This design comes from an exercise in tuning for small area, a short achievable clock period and few clock cycles per item on the open sky130 flow, not from production work.
Where RTL was checked, it was by simulation tests only, not by an equivalence proof against the original.

==> flow/design.v (excerpt) <==
module board_eval
#(
   parameter int EVAL_WIDTH = 16                       
)
(
   input  logic                         clk,
   input  logic                         reset,
   input  logic [255:0]                 board_in,
   input  logic                         board_valid,
   input  logic                         attack_done,
   input  logic                         clear_eval,
   output logic signed [EVAL_WIDTH-1:0] eval,
   output logic                         eval_valid
);
Size: about 3900 cells after synthesis, roughly 280 I/O pins, ~35000 sq um of cells after synthesis.
Settings: LEC_CHECK=0, CAP_MARGIN=20, CORE_MARGIN=2, CORE_UTILIZATION=40, SLEW_MARGIN=20; clock period 7.0 ns.
standard.sh (not shown) runs the stock make flow with config.mk's settings and CLKGATE_MAP_FILE= SYNTH_SCRIPT=/design/flow/synth_recipe.tcl, a recipe that flattens the netlist after the stock synthesis.
==> flow/flow/run.sh <==
#!/bin/bash
# The standard layout with two changes:
#  - after the standard synthesis, fapol.py removes inverters around the full adders
#    by using some adders with all pins inverted (a full adder is self-dual); the
#    registers are not touched;
#  - the input and output ports are buffered with buf_2 cells.
set -euo pipefail
R=orfs/results/sky130hd/board_eval/base
bash standard.sh synth > synth_flow.log 2>&1
cp $R/1_2_yosys.v synth_standard.v
python3 flow/fapol.py synth_standard.v $R/1_2_yosys.v > fapol.log 2>&1
touch $R/1_2_yosys.v
bash standard.sh finish BUFFER_PORTS_ARGS="-buffer_cell sky130_fd_sc_hd__buf_2" > finish_flow.log 2>&1
Other scripts of this flow, unchanged in this note and not shown: flow/flow/fapol.py
The first run went through all stages and came out clean.
Testbench counts at the start, summed over its fixed seeds: cycles 2,048, boards 512.
==> next run, changes <==
--- a/flow/design.v
+++ b/flow/design.v
@@ -4202,22 +4202,19 @@
    logic t821;
    logic t822;
    logic t823;
    logic t824;
    logic t825;
    logic [33:0] y_s;
    logic [33:0] y_c;
    logic t826;
-   logic [16:0] y_lo;
-   logic [17:0] y_hi0;
-   logic [17:0] y_hi1;
-   logic [17:0] y_hi2;
+   logic [33:0] y0;
+   logic [33:0] y1;
    logic t827;
-   logic t828;
    logic [15:0] q;
    assign count_h1 = {cnt[6], cnt[5], cnt[4], cnt[3], cnt[2], cnt[1], cnt[0]};
    assign count_h2 = {cnt[13], cnt[12], cnt[11], cnt[10], cnt[9], cnt[8], cnt[7]};
    assign count_h3 = {cnt[20], cnt[19], cnt[18], cnt[17], cnt[16], cnt[15], cnt[14]};
    assign count_h4 = {cnt[27], cnt[26], cnt[25], cnt[24], cnt[23], cnt[22], cnt[21]};
    assign count_h5 = {cnt[34], cnt[33], cnt[32], cnt[31], cnt[30], cnt[29], cnt[28]};
    assign count_nh6 = {cnt[41], cnt[40], cnt[39], cnt[38], cnt[37], cnt[36], cnt[35]};
    assign ocount = officers;
@@ -5055,23 +5052,20 @@
    assign t821 = t621 | e_sum[13];
    assign t822 = t817 ^ t820;
    assign t823 = t817 & t820;
    assign t824 = ~dig[24] ^ e_sum[14] ^ t821;
    assign t825 = (~dig[24] & e_sum[14]) | (~dig[24] & t821) | (e_sum[14] & t821);
    assign y_s = {1'b1, ~e_sum[16], t825, t823, t819, t815, t811, t805, t799, t793, t785, t777, t769, t759, t749, t739, t727, t717, t707, t697, t687, t677, t669, t666, t653, t647, t641, t638, t631, t627, t624, t445, ~e_sum[0], t443};
    assign y_c = {1'b0, e_sum[15], ~e_sum[15], t824, t822, t818, t814, t810, t804, t798, t792, t784, t776, t768, t758, t748, t738, t726, t716, t706, t696, t686, t676, t668, t660, t652, t646, t640, t634, t630, t626, t622, ~t445, dig[4]};
    assign t826 = (y_s[0] ^ y_c[0]) | ((y_s[1] ^ y_c[1]) != (y_s[0] | y_c[0])) | ((y_s[2] ^ y_c[2]) != (y_s[1] | y_c[1])) | ((y_s[3] ^ y_c[3]) != (y_s[2] | y_c[2])) | ((y_s[4] ^ y_c[4]) != (y_s[3] | y_c[3])) | ((y_s[5] ^ y_c[5]) != (y_s[4] | y_c[4])) | ((y_s[6] ^ y_c[6]) != (y_s[5] | y_c[5])) | ((y_s[7] ^ y_c[7]) != (y_s[6] | y_c[6])) | ((y_s[8] ^ y_c[8]) != (y_s[7] | y_c[7])) | ((y_s[9] ^ y_c[9]) != (y_s[8] | y_c[8])) | ((y_s[10] ^ y_c[10]) != (y_s[9] | y_c[9])) | ((y_s[11] ^ y_c[11]) != (y_s[10] | y_c[10])) | ((y_s[12] ^ y_c[12]) != (y_s[11] | y_c[11])) | ((y_s[13] ^ y_c[13]) != (y_s[12] | y_c[12])) | ((y_s[14] ^ y_c[14]) != (y_s[13] | y_c[13])) | ((y_s[15] ^ y_c[15]) != (y_s[14] | y_c[14]));
-   assign y_lo = {1'b0, y_s[15:0]} + {1'b0, y_c[15:0]};
-   assign y_hi0 = y_s[33:16] + y_c[33:16];
-   assign y_hi1 = y_s[33:16] + y_c[33:16] + 18'd1;
-   assign y_hi2 = y_s[33:16] + y_c[33:16] + 18'd2;
-   assign t827 = y_lo[16] ? y_hi1[17] : y_hi0[17];
-   assign t828 = t827 & t826;
-   assign q = (y_lo[16] & t828) ? y_hi2[15:0] : (y_lo[16] | t828) ? y_hi1[15:0] : y_hi0[15:0];
+   assign y0 = y_s + y_c;
+   assign y1 = y_s + y_c + 34'h10000;
+   assign t827 = y0[33] & t826;
+   assign q = t827 ? y1[31:16] : y0[31:16];
    always_ff @(posedge clk)
    begin
       dig   <= dig_next;
       p1    <= p1_next;
       p3    <= p3_next;
       e_sum <= e_next;
       if (load)
          eval <= EVAL_WIDTH'(q);
Result:
- The changed run ran to the end with no violations
- utilization goes up by 0.22 points
- wire length hardly moves
- register-to-register slack got worse by 0.04 ns
- synthesized area goes down by 1.6%
- final cell count goes down by about 1.5%
Function not checked in the second run of this note: the RTL went through the layout flow alone.

* * *

old:
Another version of the RTL of board_eval (not shown whole).
For scale: about 2800 cells after synthesis, about 280 I/O pins, roughly 30000 um2 of cells after synthesis.
export LEC_CHECK = 0
export CAP_MARGIN = 20
export CORE_MARGIN = 2
export CORE_UTILIZATION = 40
export SETUP_SLACK_MARGIN = 1.0
export SLEW_MARGIN = 20
create_clock -name core_clock -period 7.0 [get_ports {clk}]
==> flow/flow/run.sh <==
#!/bin/bash
# The standard layout with two changes:
#  - after the standard synthesis, fapol.py removes inverters around the full adders
#    by using some adders with all pins inverted (a full adder is self-dual); the
#    registers are not touched;
#  - the input and output ports are buffered with buf_1 cells.
set -euo pipefail
R=orfs/results/sky130hd/board_eval/base
bash standard.sh synth > synth_flow.log 2>&1
cp $R/1_2_yosys.v synth_standard.v
python3 flow/fapol.py synth_standard.v $R/1_2_yosys.v > fapol.log 2>&1
touch $R/1_2_yosys.v
bash standard.sh finish BUFFER_PORTS_ARGS="-buffer_cell sky130_fd_sc_hd__buf_1" > finish_flow.log 2>&1
Other scripts of this flow, unchanged in this note and not shown: flow/flow/fapol.py
Testbench counts of old, summed over its fixed seeds: cycles 2,048, boards 512.
> inputs changed (old -> new)
diff --git a/flow/design.v b/flow/design.v
--- a/flow/design.v
+++ b/flow/design.v
@@ -3357,24 +3357,22 @@
    logic t744;
    logic t745;
    logic t746;
    logic t747;
    logic t748;
    logic t749;
    logic t750;
    logic t751;
    logic [33:0] y_s;
    logic [33:0] y_c;
-   logic t752;
    logic [33:0] y0;
    logic [33:0] y1;
-   logic t753;
    logic [15:0] q;
    assign count_h1 = {cnt[6], cnt[5], cnt[4], cnt[3], cnt[2], cnt[1], cnt[0]};
    assign count_h2 = {cnt[13], cnt[12], cnt[11], cnt[10], cnt[9], cnt[8], cnt[7]};
    assign count_h3 = {cnt[20], cnt[19], cnt[18], cnt[17], cnt[16], cnt[15], cnt[14]};
    assign count_h4 = {cnt[27], cnt[26], cnt[25], cnt[24], cnt[23], cnt[22], cnt[21]};
    assign count_h5 = {cnt[34], cnt[33], cnt[32], cnt[31], cnt[30], cnt[29], cnt[28]};
    assign count_nh6 = {cnt[41], cnt[40], cnt[39], cnt[38], cnt[37], cnt[36], cnt[35]};
    assign ocount = officers;
    assign phase = (ocount > 7'd62) ? 6'd62 : ocount[5:0];
    assign p1_next = {phase, 10'd0} + {5'd0, phase, 5'd0} + {10'd0, phase};
@@ -4133,25 +4131,23 @@
    assign t744 = t739 ^ t742;
    assign t745 = t739 & t742;
    assign t746 = ~(t547 ^ e_sum[13]);
    assign t747 = t547 | e_sum[13];
    assign t748 = t743 ^ t746;
    assign t749 = t743 & t746;
    assign t750 = ~dig[24] ^ e_sum[14] ^ t747;
    assign t751 = (~dig[24] & e_sum[14]) | (~dig[24] & t747) | (e_sum[14] & t747);
    assign y_s = {1'b1, ~e_sum[16], t751, t749, t745, t741, t737, t731, t725, t719, t711, t703, t695, t685, t675, t665, t653, t643, t633, t623, t613, t603, t595, t592, t579, t573, t567, t564, t557, t553, t550, t371, ~e_sum[0], t369};
    assign y_c = {1'b0, e_sum[15], ~e_sum[15], t750, t748, t744, t740, t736, t730, t724, t718, t710, t702, t694, t684, t674, t664, t652, t642, t632, t622, t612, t602, t594, t586, t578, t572, t566, t560, t556, t552, t548, ~t371, dig[4]};
-   assign t752 = (y_s[0] ^ y_c[0]) | ((y_s[1] ^ y_c[1]) != (y_s[0] | y_c[0])) | ((y_s[2] ^ y_c[2]) != (y_s[1] | y_c[1])) | ((y_s[3] ^ y_c[3]) != (y_s[2] | y_c[2])) | ((y_s[4] ^ y_c[4]) != (y_s[3] | y_c[3])) | ((y_s[5] ^ y_c[5]) != (y_s[4] | y_c[4])) | ((y_s[6] ^ y_c[6]) != (y_s[5] | y_c[5])) | ((y_s[7] ^ y_c[7]) != (y_s[6] | y_c[6])) | ((y_s[8] ^ y_c[8]) != (y_s[7] | y_c[7])) | ((y_s[9] ^ y_c[9]) != (y_s[8] | y_c[8])) | ((y_s[10] ^ y_c[10]) != (y_s[9] | y_c[9])) | ((y_s[11] ^ y_c[11]) != (y_s[10] | y_c[10])) | ((y_s[12] ^ y_c[12]) != (y_s[11] | y_c[11])) | ((y_s[13] ^ y_c[13]) != (y_s[12] | y_c[12])) | ((y_s[14] ^ y_c[14]) != (y_s[13] | y_c[13])) | ((y_s[15] ^ y_c[15]) != (y_s[14] | y_c[14]));
    assign y0 = y_s + y_c;
-   assign y1 = y_s + y_c + 34'h10000;
-   assign t753 = y0[33] & t752;
-   assign q = t753 ? y1[31:16] : y0[31:16];
+   assign y1 = y_s + y_c + 34'hFFFF;
+   assign q = y0[33] ? y1[31:16] : y0[31:16];
    always_ff @(posedge clk)
    begin
       dig   <= dig_next;
       p1    <= p1_next;
       p3    <= p3_next;
       e_sum <= e_next;
       if (load)
          eval <= EVAL_WIDTH'(q);
    end
 endmodule
Notes after the runs:
Lower fmax was reported by old, not new.
Row count up 1.0% in new wrt old
For the global-route usage, new came in 0.43 points higher than old did.
new: ratio of final minimum period to clock period is 0.97 points lower than what old reported.
Max first-iteration DRC count across old and new: new
Area enclosed by the die boundary, old and new, higher one = new.
On worst hold slack, new tracks old almost exactly.
Area used by multi-input combinational logic: new vs old up about 0.9%
Summary: relative slew slack, new better than old
Looking at number of non-clock inverters, new sits about 8% lower than old does.
Number of nets in the synthesized netlist went up slightly going from old to new.
The width of the die of new exceeds that of old by 2.0 um.
Compared with old, new shows a wire length reported by the detailed router that is 1800 um higher.
Testbench counts of new, summed over its fixed seeds: cycles 2,048, boards 512.

[separate check: timing with driven ports]
Ports are ideal in the flow. The routed layouts listed here were re-timed in OpenROAD.
Step 1, drivers: a clkbuf_16 drives clk and a buf_2 each remaining input, both assumed.
Step 2 also shifts input and output timing later by t, the mid clock arrival at the registers, as if the neighbouring blocks saw the same clock.
Slacks: ideal ports / drivers / drivers and shift; pairs: ideal ports / drivers.
run	shift t [ns]	slack for setup (ns)	hold slack, ns	worst data-port slew with drivers (ns)
the first run of note 1	0.506	0.404 / 0.404 / 0.404	0.438 / 0.438 / 0.438	0.17
the second run of note 1	0.499	0.367 / 0.367 / 0.367	0.441 / 0.441 / 0.441	0.20
old	0.502	1.163 / 1.163 / 0.888	0.441 / 0.441 / 0.441	0.13
new	0.503	1.231 / 1.231 / 0.844	0.440 / 0.440 / 0.440	0.17
After both steps every run listed still meets setup and hold. The setup slack of new, which loses most, moves by 0.000 ns with the drivers and by -0.387 ns with both steps.
